From an optimization exercise on the open Yosys and OpenROAD flow, aimed at small area and a short achievable clock period; shortcuts taken in it are not production practice. In this exercise RTL edits were held to simulation tests only and were not proved equivalent to the original. Power is estimated from default activity; no workload was simulated.

## run A
## sys_matmul_stream
module sys_matmul_stream #(
  parameter int N      = 3,
  parameter int DW     = 8,
  parameter int ACC_W  = 2*DW + $clog2(N),
  parameter int SIGNED = 0
) (
  input  logic             CLK,
  input  logic             rst_n,
  input  logic             vld_in,
  output logic             rdy_in,
  input  logic [DW-1:0]    a,
  input  logic [DW-1:0]    b,
  input  logic             keep,
  output logic             vld_out,
  input  logic             rdy_out,
  output logic [ACC_W-1:0] c,
  output logic             last_out,
  output logic             busy,
  output logic [1:0]       dbg_state
);
For scale: about 350 flip-flops, ~45 I/O pins.
Settings: LEC_CHECK=0, CAP_MARGIN=20, CORE_MARGIN=2, CORE_UTILIZATION=40, CTS_CLUSTER_DIAMETER=250, CTS_CLUSTER_SIZE=28, GPL_TIMING_DRIVEN=0, SETUP_SLACK_MARGIN=5, SLEW_MARGIN=20; clock period 8.0 ns.
run.sh (not shown) runs the stock make flow with config.mk's settings and CLKGATE_MAP_FILE= SYNTH_SCRIPT=/design/flow/synth_recipe.tcl, a recipe that flattens the netlist after the stock synthesis.
Run A: done, clean on timing, DRC and antenna
Edits applied to the flow inputs when going from run A to run B:
Settings: an added PLACE_DENSITY of 0.7; a deleted GPL_TIMING_DRIVEN that had been 0.
### Flow results
Combinational power shrinks by a few percent when moving from run A to run B. Compared with run A, in run B met1 global-route usage now smaller, final area now smaller, first-pass GRT wire length now smaller, share of the core filled with cells now smaller. Diff run A -> run B: final worst setup slack went up by 94 ps, number of port buffers went up by 1.
Edits applied to the flow inputs when going from run B to run C:
Settings: a change of CORE_UTILIZATION from 40 to 55.
Findings:
- Compared with run B, in run C met2 track demand over resource in global routing shows an increase of 10 points; worst slack after detailed placement shows an increase of 68 ps; die area shows a reduction of about 27%; ratio of final minimum period to clock period shows no meaningful change; largest stage delay on the critical path shows an increase of 200 ps.
- On worst hold slack, run B and run C are neck and neck.
- Run B and run C ended up with nearly the same non-clock buffering overhead in the final layout.
- The cell with the largest stage delay on the worst path comes out sky130_fd_sc_hd__edfxtp_1 in one run and sky130_fd_sc_hd__fa_1 in the other, namely in run C and run B respectively.
Modified inputs, run D compared to run C
Settings: changing CORE_UTILIZATION from 55 to 40; removing PLACE_DENSITY (formerly 0.7).
[summary]
- Run D: full flow OK, the timing, design-rule and antenna checks passed
- Taking run C as the reference point, the number of vias after detailed routing of run D falls by 395.
- Across both runs, cell area reported after detailed placement was higher for run D than for run C.
- When the final numbers for run C and run D were put side by side, the wire length reported by the detailed router turned out to be greater in run D.
- Highest attainable clock frequency delta for run D relative to run C: about 0.9% higher
- Filler-free cell count of the finished design was higher in the run labelled run D.
- The estimated power of run D ends up lower than the estimate for run C.

Another version of the RTL of sys_matmul_stream (not shown whole).
For scale: roughly 350 flip-flops, ~45 I/O pins, about 0.018 sq mm of cells after synthesis.
Settings: LEC_CHECK=0, CAP_MARGIN=5, CORE_MARGIN=2, CORE_UTILIZATION=40, CTS_BUF_LIST=sky130_fd_sc_hd__clkbuf_8, CTS_CLUSTER_SIZE=30, SETUP_SLACK_MARGIN=5, SLEW_MARGIN=5; clock period 8.0 ns.
The baseline completed without violations.
Edit:
CAP_MARGIN = 20   (was 5)
CTS_BUF_LIST = not set   (was sky130_fd_sc_hd__clkbuf_8)
CTS_CLUSTER_DIAMETER = 250   (was not set)
CTS_CLUSTER_SIZE = 28   (was 30)
SLEW_MARGIN = 20   (was 5)
=> The changed run completed with no timing, DRC or antenna violations; cell area went down by about 4%; global-route usage went down by 0.46 points; sequential cell count is unchanged; clock power went down by about 40%; setup slack loses 0.028 ns.
Edit:
CTS_CLUSTER_SIZE = 22   (was 28)
=> The changed run produced a clean layout; via count rises by 1.3%; wire length barely changes; cell count is about the same; clock skew decreases by 0.011 ns; design area grows by 0.32%; critical path depth fell by 6; sequential share of layout area came out lower by 0.16 points; global-route usage is about the same; sequential power barely changes; power came out higher by 0.80%.
Edit:
CTS_BUF_LIST = sky130_fd_sc_hd__clkbuf_8   (was not set)
CTS_CLUSTER_DIAMETER = not set   (was 250)
CTS_CLUSTER_SIZE = 30   (was 22)
The new run completed without violations.
Final area rose by a few percent.
Core utilization grows by 1.7 points.
Register-to-register slack improves by 0.03 ns.
Routed wire length climbs slightly.
Total power grows by roughly a tenth.
Cell count came out higher by a few percent.
Clock-buffer cell count rises by 43.
Global-route usage came out higher by 0.44 points.

RTL: one of the versions met above, not the one the previous note started from.
Size in the first run: roughly 1,500 cells after synthesis, about 350 flip-flops, about 45 I/O pins, about 0.018 mm^2 of cells after synthesis.
==> flow/config.mk <==
export PLATFORM = sky130hd
export DESIGN_NAME = sys_matmul_stream
export DESIGN_NICKNAME = sys_matmul_stream
export VERILOG_FILES = /design/flow/design.v
export SDC_FILE = /design/flow/constraint.sdc
export NUM_CORES = 4
export LEC_CHECK = 0
export CAP_MARGIN = 20
export CORE_MARGIN = 2
export CORE_UTILIZATION = 40
export CTS_CLUSTER_DIAMETER = 180
export CTS_CLUSTER_SIZE = 26
export SETUP_SLACK_MARGIN = 5
export SLEW_MARGIN = 20
==> flow/constraint.sdc <==
create_clock -name core_clock -period 8.0 [get_ports {CLK}]
set_input_delay 1.6000 -clock core_clock [delete_from_list [all_inputs] [get_ports {CLK}]]
set_output_delay 1.6000 -clock core_clock [all_outputs]
set_load 0.01 [all_outputs]
The first run completed with no timing, DRC or antenna violations.
Next try:
CTS_BUF_LIST = sky130_fd_sc_hd__clkbuf_8 sky130_fd_sc_hd__clkbuf_16   (was unset)
CTS_CLUSTER_DIAMETER = 250   (was 180)
CTS_CLUSTER_SIZE = 28   (was 26)
What happened: Setup slack improves by 0.021 ns. Routed wire length drops by 0.40%. Cell count stays flat. First-iteration DRC count climbs by 4.8%. Flip-flop and latch count does not change. Register-to-register slack improves by 0.02 ns. Hold slack is about the same.

-- re-timing with driven ports --
The results above use ideal ports. As a check the final layouts listed here were re-extracted and re-timed, cells and wires unchanged.
Step 1 sets driving cells, clkbuf_16 on the clock port and buf_2 on the other inputs (assumed; they add their load-dependent delay and slew).
Step 2 also shifts input and output timing later by t, the mid clock arrival at the registers, as if the neighbouring blocks saw the same clock.
Slacks: ideal ports / drivers / drivers and shift; pairs: ideal ports / drivers.
run | t (ns) | setup WS [ns] | worst setup path at the end
run A | 0.575 | 4.984 / 4.984 / 4.527 | input to register
run B | 0.561 | 5.078 / 5.078 / 4.610 | input to register
run C | 0.569 | 5.069 / 5.069 / 4.568 | input to register
run D | 0.577 | 5.094 / 5.048 / 4.586 | input to register
the first run of note 2 | 0.688 | 5.075 / 5.021 / 4.464 | input to register
the second run of note 2 | 0.569 | 5.047 / 5.021 / 4.526 | input to register
the third run of note 2 | 0.579 | 5.051 / 5.025 / 4.499 | input to register
the fourth run of note 2 | 0.688 | 5.075 / 5.021 / 4.464 | input to register
the first run of note 3 | 0.568 | 5.067 / 5.067 / 4.597 | input to register
the second run of note 3 | 0.575 | 5.088 / 5.056 / 4.595 | input to register
After both steps every run listed still meets setup and hold.
